Source: an optimization exercise on an open RTL-to-GDS flow (aim: small area, a short achievable clock period and few clock cycles). Production flows keep margins and buffers that such runs may drop. Only simulation tests tie the RTL to the original design; equivalence was not proved. Power figures rest on the tool's default switching activity, not on a simulated workload.

<file path="flow/config.mk">
export PLATFORM = sky130hd
export DESIGN_NAME = ttl_cache_table
export DESIGN_NICKNAME = ttl_cache_table
export VERILOG_FILES = /design/flow/design.v
export SDC_FILE = /design/flow/constraint.sdc
export NUM_CORES = 4
export LEC_CHECK = 0
export ABC_CLOCK_PERIOD_IN_PS = 3000
export CAP_MARGIN = 40
export CORE_MARGIN = 2
export CORE_UTILIZATION = 55
export SETUP_SLACK_MARGIN = 5
export SLEW_MARGIN = 40
</file>
<file path="flow/constraint.sdc">
create_clock -name core_clock -period 11.0 [get_ports {clk_i}]
set_input_delay 2.2000 -clock core_clock [delete_from_list [all_inputs] [get_ports {clk_i}]]
set_output_delay 2.2000 -clock core_clock [all_outputs]
set_load 0.01 [all_outputs]
</file>
<file path="flow/design.v">
package ttl_pkg;
  localparam int unsigned Entries  = 16;
  localparam int unsigned IdxW     = (Entries > 1) ? $clog2(Entries) : 1;
  localparam int unsigned CntW     = $clog2(Entries + 1);
  localparam int unsigned ClockW   = 42;
  localparam int unsigned KeyW     = 64;
  localparam int unsigned DataW    = 64;
  localparam int unsigned TtlW     = 32;
  localparam int unsigned LimW     = 42;
  localparam int unsigned FindCap  = 16;
  localparam int unsigned MsPerS   = 1000;
  localparam logic [2:0] ReqTick   = 3'd0;
  localparam logic [2:0] ReqAdd    = 3'd1;
  localparam logic [2:0] ReqRemove = 3'd2;
  localparam logic [2:0] ReqFind   = 3'd3;
  localparam logic [2:0] ReqFlush  = 3'd4;
  localparam logic [1:0] StatOk      = 2'd0;
  localparam logic [1:0] StatInvalid = 2'd1;
  localparam logic [1:0] StatNoSpace = 2'd2;
  localparam logic KindData    = 1'b0;
  localparam logic KindSummary = 1'b1;
  typedef struct packed {
    logic [2:0]       req_type;
    logic [KeyW-1:0]  lookup_key;
    logic [DataW-1:0] entry_data;
    logic [TtlW-1:0]  ttl_seconds;
    logic [4:0]       max_matches;
  } req_t;
  typedef struct packed {
    logic             result_kind;
    logic [DataW-1:0] match_data;
    logic [1:0]       status;
    logic [4:0]       found_count;
    logic             last;
  } rsp_t;
  typedef struct packed {
    logic             load;       
    logic             tick;       
    logic             flush;      
    logic             scan_clr;   
    logic             scan_step;  
    logic             write;      
  } ctl_t;
  typedef struct packed {
    logic             scan_done;  
    logic             emit;       
  } sts_t;
endpackage
module ttl_cache_table (
  input  logic                      clk_i,
  input  logic                      rst_ni,
  input  logic                      req_valid_i,
  output logic                      req_stall_o,
  input  logic [2:0]                req_type_i,
  input  logic [ttl_pkg::KeyW-1:0]  req_key_i,
  input  logic [ttl_pkg::DataW-1:0] req_data_i,
  input  logic [ttl_pkg::TtlW-1:0]  req_ttl_i,
  input  logic [4:0]                req_max_i,
  output logic                      rsp_valid_o,
  input  logic                      rsp_stall_i,
  output logic                      rsp_kind_o,
  output logic [ttl_pkg::DataW-1:0] rsp_data_o,
  output logic [1:0]                rsp_status_o,
  output logic [4:0]                rsp_count_o,
  output logic                      rsp_last_o
);
  localparam int N  = ttl_pkg::Entries;
  localparam int KW = ttl_pkg::KeyW;
  localparam int DW = ttl_pkg::DataW;
  localparam int TW = ttl_pkg::TtlW;
  localparam int EW = KW + DW + TW + 10;   
  localparam int WP = 4;                   
  localparam int WS = N / WP;              
  logic          r_v;
  logic [2:0]    r_type;
  logic [KW-1:0] r_key;
  logic [DW-1:0] r_data;
  logic [TW-1:0] r_ttl;
  logic [4:0]    r_max;
  logic          r_tz;     
  logic [EW-1:0] cell_q [N];
  logic [3:0]    rot_q;
  logic          pb_v;
  logic [3:0]    pb_slot;
  logic [EW-1:0] pb_q;
  logic [N-1:0]  old_q  [N];
  logic [N-1:0]  valid_q;
  logic [N-1:0]  born_q;
  logic [TW-1:0] sec_q;
  logic [9:0]    ms_q;
  logic [TW-1:0] psec_q;   
  logic [9:0]    pms_q;
  logic          y_v;
  logic [N-1:0]  y_mask;
  logic [N-1:0]  y_all;
  logic [4:0]    y_bud;
  logic          y_inv;
  logic          y_has;
  logic          o_v, o_kind;
  logic [DW-1:0] o_data;
  logic [1:0]    o_st;
  logic [4:0]    o_cnt;
  logic          s_v, s_kind;
  logic [DW-1:0] s_data;
  logic [1:0]    s_st;
  logic [4:0]    s_cnt;
  logic [N-1:0] pb_oh;
  always_comb begin
    pb_oh = '0;
    pb_oh[pb_slot] = pb_v;
  end
  logic [N-1:0] keq_c, teq_c, keq_s, teq_s;
  logic         pb_keq;
  always_comb begin
    for (int p = 0; p < N; p++) begin
      keq_c[p] = cell_q[p][EW-1 -: KW] == r_key;
      teq_c[p] = cell_q[p][TW+9:0] == {sec_q, ms_q};
    end
    for (int s = 0; s < N; s++) begin
      keq_s[s] = keq_c[4'(s + rot_q)];
      teq_s[s] = teq_c[4'(s + rot_q)];
    end
  end
  assign pb_keq = pb_q[EW-1 -: KW] == r_key;
  logic [N-1:0]  y_sel, y_selc;
  logic [DW-1:0] y_data;
  logic          y_emit;
  logic [4:0]    y_cnt;
  logic [1:0]    y_st;
  assign y_sel  = y_mask & (~y_mask + 1'b1);
  assign y_emit = y_v && !s_v;
  always_comb begin
    for (int p = 0; p < N; p++) y_selc[p] = y_sel[4'(p - rot_q)] && !pb_oh[4'(p - rot_q)];
    y_data = ((y_sel & pb_oh) != '0) ? pb_q[EW-KW-1 -: DW] : '0;
    for (int p = 0; p < N; p++) begin
      y_data = y_data | (cell_q[p][EW-KW-1 -: DW] & {DW{y_selc[p]}});
    end
  end
  always_comb begin
    y_cnt = '0;
    for (int i = 0; i < N; i++) y_cnt = y_cnt + 5'(y_all[i]);
  end
  assign y_st = y_inv ? ttl_pkg::StatInvalid :
                (y_mask != '0) ? ttl_pkg::StatNoSpace : ttl_pkg::StatOk;
  logic is_tick, is_add, is_rem, is_find, is_flush;
  assign is_tick  = r_type == ttl_pkg::ReqTick;
  assign is_add   = r_type == ttl_pkg::ReqAdd;
  assign is_rem   = r_type == ttl_pkg::ReqRemove;
  assign is_find  = r_type == ttl_pkg::ReqFind;
  assign is_flush = r_type == ttl_pkg::ReqFlush;
  logic pb_wr;
  assign pb_wr = pb_v && (4'(pb_slot + rot_q + 1'b1) % 4'(WS) == 4'd0);
  logic x_go;
  assign x_go        = r_v && (!y_v || (!s_v && !y_has)) &&
                       !(is_add && pb_v && !pb_wr);
  assign req_stall_o = r_v && !x_go;
  logic [N-1:0] match;
  assign match = valid_q & ((keq_s & ~pb_oh) | (pb_oh & {N{pb_keq}}));
  logic [4:0] lim;
  assign lim = (r_max > 5'd16) ? 5'd16 : r_max;
  logic [N-1:0] freev, cand, vict;
  logic [N-1:0] free_sel, cand_sel;
  logic [3:0]   vict_idx;
  always_comb begin
    freev = ~valid_q;
    for (int j = 0; j < N; j++) cand[j] = (old_q[j] == '0);
  end
  assign free_sel = freev & (~freev + 1'b1);
  assign cand_sel = cand & (~cand + 1'b1);
  assign vict     = (freev != '0) ? free_sel : cand_sel;
  always_comb begin
    vict_idx = '0;
    for (int i = 0; i < N; i++) if (vict[i]) vict_idx = vict_idx | 4'(i);
  end
  logic          do_add;
  logic [N-1:0]  we;
  logic [TW-1:0] new_lsec;
  logic [9:0]    new_lms;
  assign do_add   = x_go && is_add && !r_tz;
  assign we       = do_add ? vict : '0;
  assign new_lsec = psec_q + r_ttl;
  assign new_lms  = pms_q;
  always_ff @(posedge clk_i or negedge rst_ni) begin
    if (!rst_ni) begin
      r_v <= 1'b0;
    end else if (!r_v || x_go) begin
      r_v <= req_valid_i;
    end
  end
  always_ff @(posedge clk_i) begin
    if (!r_v || x_go) begin
      r_type <= req_type_i;
      r_key  <= req_key_i;
      r_data <= req_data_i;
      r_ttl  <= req_ttl_i;
      r_max  <= req_max_i;
      r_tz   <= req_ttl_i == '0;
    end
  end
  always_ff @(posedge clk_i) begin
    for (int p = 0; p < N; p++) begin
      if (p % WS == 0 && pb_wr && 4'(pb_slot + rot_q + 1'b1) == 4'(p)) begin
        cell_q[p] <= pb_q;
      end else begin
        cell_q[p] <= cell_q[(p + N - 1) % N];
      end
    end
  end
  always_ff @(posedge clk_i or negedge rst_ni) begin
    if (!rst_ni) begin
      rot_q <= '0;
      pb_v  <= 1'b0;
    end else begin
      rot_q <= rot_q + 1'b1;
      if (do_add)     pb_v <= 1'b1;
      else if (pb_wr) pb_v <= 1'b0;
    end
  end
  always_ff @(posedge clk_i) begin
    if (do_add) begin
      pb_slot <= vict_idx;
      pb_q    <= {r_key, r_data, new_lsec, new_lms};
    end
  end
  always_ff @(posedge clk_i) begin
    for (int i = 0; i < N; i++) begin
      if (we[i]) begin
        for (int j = 0; j < N; j++) begin
          if (j != i) old_q[i][j] <= !born_q[j];
        end
      end else begin
        for (int j = 0; j < N; j++) begin
          if (j != i && we[j]) old_q[i][j] <= 1'b0;
        end
      end
      old_q[i][i] <= 1'b0;
    end
  end
  always_ff @(posedge clk_i or negedge rst_ni) begin
    if (!rst_ni) begin
      valid_q <= '0;
      born_q  <= '0;
      sec_q   <= '0;
      ms_q    <= '0;
      psec_q  <= '1;
      pms_q   <= 10'd999;
    end else if (x_go) begin
      if (is_tick) begin
        if (ms_q == 10'd999) begin
          ms_q  <= '0;
          sec_q <= sec_q + 1'b1;
        end else begin
          ms_q  <= ms_q + 1'b1;
        end
        psec_q  <= sec_q;
        pms_q   <= ms_q;
        born_q  <= '0;
        valid_q <= valid_q & ~(teq_s & ~pb_oh);
      end
      if (is_flush) valid_q <= '0;
      if (is_rem) valid_q <= valid_q & ~match;
      if (do_add) begin
        valid_q <= valid_q | vict;
        born_q  <= born_q | vict;
      end
    end
  end
  always_ff @(posedge clk_i or negedge rst_ni) begin
    if (!rst_ni) begin
      y_v <= 1'b0;
    end else if (x_go) begin
      y_v <= 1'b1;
    end else if (y_emit && !y_has) begin
      y_v <= 1'b0;
    end
  end
  logic x_find;
  assign x_find = is_find && (r_max != '0);
  always_ff @(posedge clk_i) begin
    if (x_go) begin
      y_mask <= x_find ? match : '0;
      y_all  <= x_find ? match : '0;
      y_bud  <= lim;
      y_has  <= x_find && (match != '0);
      y_inv  <= (is_add && r_tz) || (is_find && r_max == '0) ||
                (r_type > ttl_pkg::ReqFlush);
    end else if (y_emit && y_has) begin
      y_mask <= y_mask & ~y_sel;
      y_bud  <= y_bud - 1'b1;
      y_has  <= ((y_mask & ~y_sel) != '0) && (y_bud != 5'd1);
    end
  end
  logic          w_kind;
  logic [DW-1:0] w_data;
  logic [1:0]    w_st;
  logic [4:0]    w_cnt;
  assign w_kind = !y_has;
  assign w_data = y_has ? y_data : '0;
  assign w_st   = y_has ? ttl_pkg::StatOk : y_st;
  assign w_cnt  = y_has ? 5'd0 : y_cnt;
  logic o_free;
  assign o_free = !o_v || !rsp_stall_i;
  always_ff @(posedge clk_i or negedge rst_ni) begin
    if (!rst_ni) begin
      o_v <= 1'b0;
      s_v <= 1'b0;
    end else begin
      if (s_v) begin
        if (o_free) s_v <= 1'b0;
      end else if (y_emit) begin
        if (o_free) o_v <= 1'b1;
        else        s_v <= 1'b1;
      end else if (o_free) begin
        o_v <= 1'b0;
      end
    end
  end
  always_ff @(posedge clk_i) begin
    if (s_v) begin
      if (o_free) begin
        o_kind <= s_kind;
        o_data <= s_data;
        o_st   <= s_st;
        o_cnt  <= s_cnt;
      end
    end else if (y_emit) begin
      if (o_free) begin
        o_kind <= w_kind;
        o_data <= w_data;
        o_st   <= w_st;
        o_cnt  <= w_cnt;
      end else begin
        s_kind <= w_kind;
        s_data <= w_data;
        s_st   <= w_st;
        s_cnt  <= w_cnt;
      end
    end
  end
  assign rsp_valid_o  = o_v;
  assign rsp_kind_o   = o_kind;
  assign rsp_data_o   = o_data;
  assign rsp_status_o = o_st;
  assign rsp_count_o  = o_cnt;
  assign rsp_last_o   = o_kind;
endmodule
</file>
<file path="flow/run.sh">
#!/bin/bash
# synth_recipe.tcl (not shown) runs the flow's synth.tcl, then flattens the netlist and writes it again
# the make line also repeats each setting of config.mk as NAME=value (left out here)
make -C /OpenROAD-flow-scripts/flow DESIGN_CONFIG=/design/flow/config.mk WORK_HOME=/design/flow/orfs CLKGATE_MAP_FILE= SYNTH_SCRIPT=/design/flow/synth_recipe.tcl finish
</file>
==> summary.md <==
| Metric | Value |
|---|---|
| DRC Markers | 0 |
| Register area | 80700 um^2 |
| Core ar. | 229000 um^2 |
| Final Hold Vio Count | 0 |
| Largest net degree at the start of global routing | 107 |
| Buffers on Ports | 246 |
| Chip Width | 484 um |
| Number of synthesized flops with an enable pin | 766 |
| Pre-CTS setup slack | 4600 ps |
| Initial antenna violation count | 18 |
| VDD IR max | 183 uV |
| F_max | 166 MHz |
| Crit-path cells | or4_1 > nor4_1 > o311ai_2 > mux2_1 > mux2i_1 > mux4_4 > buf_4 > buf_4 > a22o_1 > a221oi_1 > and4_1 > a31oi_1 > mux2_2 |
| Delay-heaviest family, CP | multiplexers |
| Worst Path Max Fanout | 36 |
| Worst Hold Launch | cell_q[6][102] |
| Worst Max-Slew Pin Slew | 957 ps |
| Avg Cell Area, Syn | 13.1 um^2 |
| Setup total negative slack | 0 ps |
| Adder-Cell Fraction of Synth Area | 0.676% |
| Status | complete, no violations |
| Layout area overhead | 15.1% |
| Path depth of the worst reg2reg path | 13 |
| First-pass DRT Iterations | 6 |
| # hold bufs at CTS | 0 |
| I/O pin total | 247 |
| Area share of the largest cell type after synthesis | 43.0% |
| Clk Latency, worst-skew pair | 980 ps |
| Final antenna-violating net count | 0 |
| Compound-Gate Fraction of Synth Area | 5.57% |
| Die Y | 484 um |
| WHS Endpoint | cell_q[7][102] |
| Power Density | 227 nW/um^2 |
| Hold Worst Slack | 271 ps |
| Static leakage | 60.3 nW |
| Drt initial violations | 7971 |
| Simple-gate share of the synthesized area | 7.09% |
| Starting Density | 55.2% |
| Final setup vio count | 0 |
| FP Rows | 176 |
| CTS Buffer Depth | 4 |
| Reg2reg end | o_data[52] |
| R2R Path Start | y_mask[1] |
| Kind of critical path | flop to flop |
| Vias after detailed routing | 78100 |
| Most used DFF post-synth | dfxtp_1 |
| Global-route total usage across every layer | 32.2% |
| First-pass GRT wire length | 555000 um |
| Detail Placement HPWL | 259000 um |
| Period utilization | 54.8% |
| # fillers | 17600 |
| Critical Path RT | 11820 ps |
| Post-layout min period | 6030 ps |
| Vias in the first global route | 78800 |
| Flops & latches, synth | 3611 |
| Setup ws final | 4970 ps |
| Synth Warn # | 3 |
| CP endpoint kind | flop |
| Worst Hold Depth | 0 |
| Xor/xnor cell area share of the yosys netlist | 12.8% |
| Crit-path most repeated cell | buf_4 |
| Share of layout cells above drive strength 1 | 17.2% |
| Netlist cell types | 90 |
| Clock sink count | 3611 |
| Fin. max-slew vios | 0 |
| Clock slew at reported path FFs | 70 ps |
| Hold Crit Class | flop to flop |
| RSZ-0062 raised after global routing | yes |
| Ys async rst share | 3.46% |
| Total gr overflow | 0 |
| Sequential share of the synthesized area | 63.7% |
| H-tree Lvls | 5 |
| Layout Skew | 85.9 ps |
| Num CTS Buffers | 370 |
| CP Data Arrival Time | 6840 ps |
| Detailed Route WL | 386000 um |
| Synthesized instance count | 9678 |
| Multiplexer share of the synthesized area | 8.15% |
| Nets@finish | 10200 |
| Area contributors post-synth | dfxtp_1 43%, edfxtp_1 18%, xor2_1 9.5% |
| Crit-path max cell delay | 730 ps |
| Startpoint types | flop |
| Worst R2R Setup Slack | 4970 ps |
| Slew headroom | 34.4% |
| Syn nets | 9911 |
| Synthesized cell area | 127000 um^2 |
| Worst path slowest cell | or4_1 |
| Gp weighted congestion | 0.936 |
| Max Cap Viol | 0 |
| Area of the multi-input gates | 44000 um^2 |
| Yosys top cell by area | dfxtp_1 |
| TritonCTS clock tree | yes |
| CTS root buf | clkbuf_16 |
| DR WL/cell | 29.1 um |
| Largest family of logic cells by synthesized area | XOR/XNOR gates |
| Via density per instance | 5.89 |
| Die area | 234000 um^2 |
| Sum of buffers and inverters on the critical path | 2 |
==> worst max path at each step <==
stage / from / slack [ps] / cells past startpoint / endpoint
after floorplan: rot_q[0] / 5090 / 12 / req_stall_o
after global placement: pb_slot[0] / 4660 / 14 / o_data[22]
after detailed placement: pb_slot[0] / 4600 / 14 / o_data[22]
after CTS: pb_slot[1] / 5020 / 14 / o_data[22]
after global routing: y_mask[1] / 4930 / 13 / o_data[52]
final: y_mask[1] / 4970 / 13 / o_data[52]
==> registers in the layout, indices dropped and copies added (netlist names), 16 cells and up <==
name     count
cell_q    2720
old_q      240
pb_q       170
o_data      64
r_data      64
r_key       64
s_data      64
psec_q      32
r_ttl       32
sec_q       32
born_q      16
valid_q     16
y_all       16
y_mask      16
==> layer usage <==
layer | global-route usage [%] | vias to the layer above | wire (um)
met5 | 0 | - | 13
met4 | 11.0 | 2 | 14500
met3 | 5.59 | 683 | 28900
met2 | 51.0 | 3229 | 175000
met1 | 44.9 | 39200 | 167000
li1 | - | 35100 | -
==> cells in the final DEF, fill, tap and decap left out, types with 24 or more instances in the layout <==
master	count
buf_6	41
dfrtp_1	66
nand2_1	363
nor3_1	62
nand4_1	215
o21ai_0	42
dfstp_2	40
mux4_2	26
nand2b_1	26
a21oi_1	95
clkinv_2	57
edfxtp_1	766
inv_1	73
clkdlybuf4s50_1	245
buf_4	138
dfxtp_1	2720
clkbuf_16	384
xor2_1	1380
a22o_1	133
o211ai_1	24
clkbuf_8	79
mux2_2	777
nand3_1	96
and4_1	40
a22oi_1	114
clkbuf_1	87
and3_1	24
xnor2_1	458
nor2_1	357
a221oi_1	77
nor4_1	421
buf_8	31
ha_1	49
a222oi_1	125
a221o_1	33
a31oi_1	57
mux2i_1	66
==> cells in the mapped netlist (all sizes together) (15+ instances only) <==
cell and n:
dfxtp 2720, xor2 1381, mux2 784, edfxtp 766
xnor2 463, nor4 447, clkbuf 402, nand2 375
nor2 359, nand4 215, buf 171, a22o 133
a222oi 125, a22oi 116, nand3 98, a21oi 97
dfrtp 85, inv 79, a221oi 77, mux2i 73
nor3 71, a31oi 57, ha 50, o21ai 44
and4 40, dfstp 40, a221o 33, mux4 33
nand2b 28, and3 24, o211ai 24, a211oi 22
o31ai 19, o31a 18, nor2b 17, o21a 17
a2111oi 15
==> area by class of cell <==
cell class | count | share of cell area, %
diodes | 5 | 0.00859
clock buffers | 551 | 7.57
clock inverters | 117 | 0.834
inverters | 82 | 0.220
multi-input cells | 5415 | 30.2
flip-flops and latches | 3611 | 55.4
well taps | 3026 | 2.60
repair buffers | 467 | 3.22
==> cell families after synthesis <==
family,after synthesis
AO/OA/AOI/OAI,883
XOR/XNOR,1844
adder cells (fa/ha/maj),62
buffers and inverters,655
flip-flops,3611
multiplexers,890
AND/OR/NAND/NOR,1733
==> power by group <==
part	switching [mW]	leakage (nW)	internal (mW)	total (mW)
clock network	5.15	6.03	7.44	12.6
registers	0.947	30.6	14.8	15.7
logic	2.83	23.7	1.88	4.71
total	8.93	60.3	24.1	33.0
==> through the flow <==
stage | area (um^2) | power (mW) | std cells | util (%)
6_report | 146000 | 33.0 | 13300 | 63.5
5_1_grt | 146000 | 34.1 | 13300 | 63.5
4_1_cts | 145000 | 33.1 | 13300 | 63.4
3_5_place_dp | 133000 | 20.6 | 12600 | 58.0
3_3_place_gp | 132000 | 20.3 | 12500 | 57.5
2_1_floorplan | 127000 | 18.5 | 9678 | -
==> what timing repair did <==
item                                    4_1_cts  5_1_grt
cloned                                        4        1
resized for setup                            10       11
pin swaps                                     2        4
endpoints found under the setup margin       51       15
buffers inserted                              3       13
Testbench counts, summed over its fixed seeds: cycles 29,288.

-- re-timing with driven ports --
No port has a modelled driver above. Below, the same layout with a new extraction and two added sets of constraints. Step 1, drivers: a clkbuf_16 drives clk_i and a buf_2 each remaining input, both assumed. Step 2 also shifts input and output timing later by t, the mid clock arrival at the registers, as if the neighbouring blocks saw the same clock. a / b / c = ideal ports / drivers / drivers and shift; a / b = the first two.
shift t [ns]: 1.033
setup slack, ns: 4.975 / 4.975 / 4.975
worst setup path after step 2: register to register
pins driven straight from the clock port: 1
After both steps setup and hold are still met in this run. The setup slack of this run moves by 0.000 ns with the drivers and by 0.000 ns with both steps.
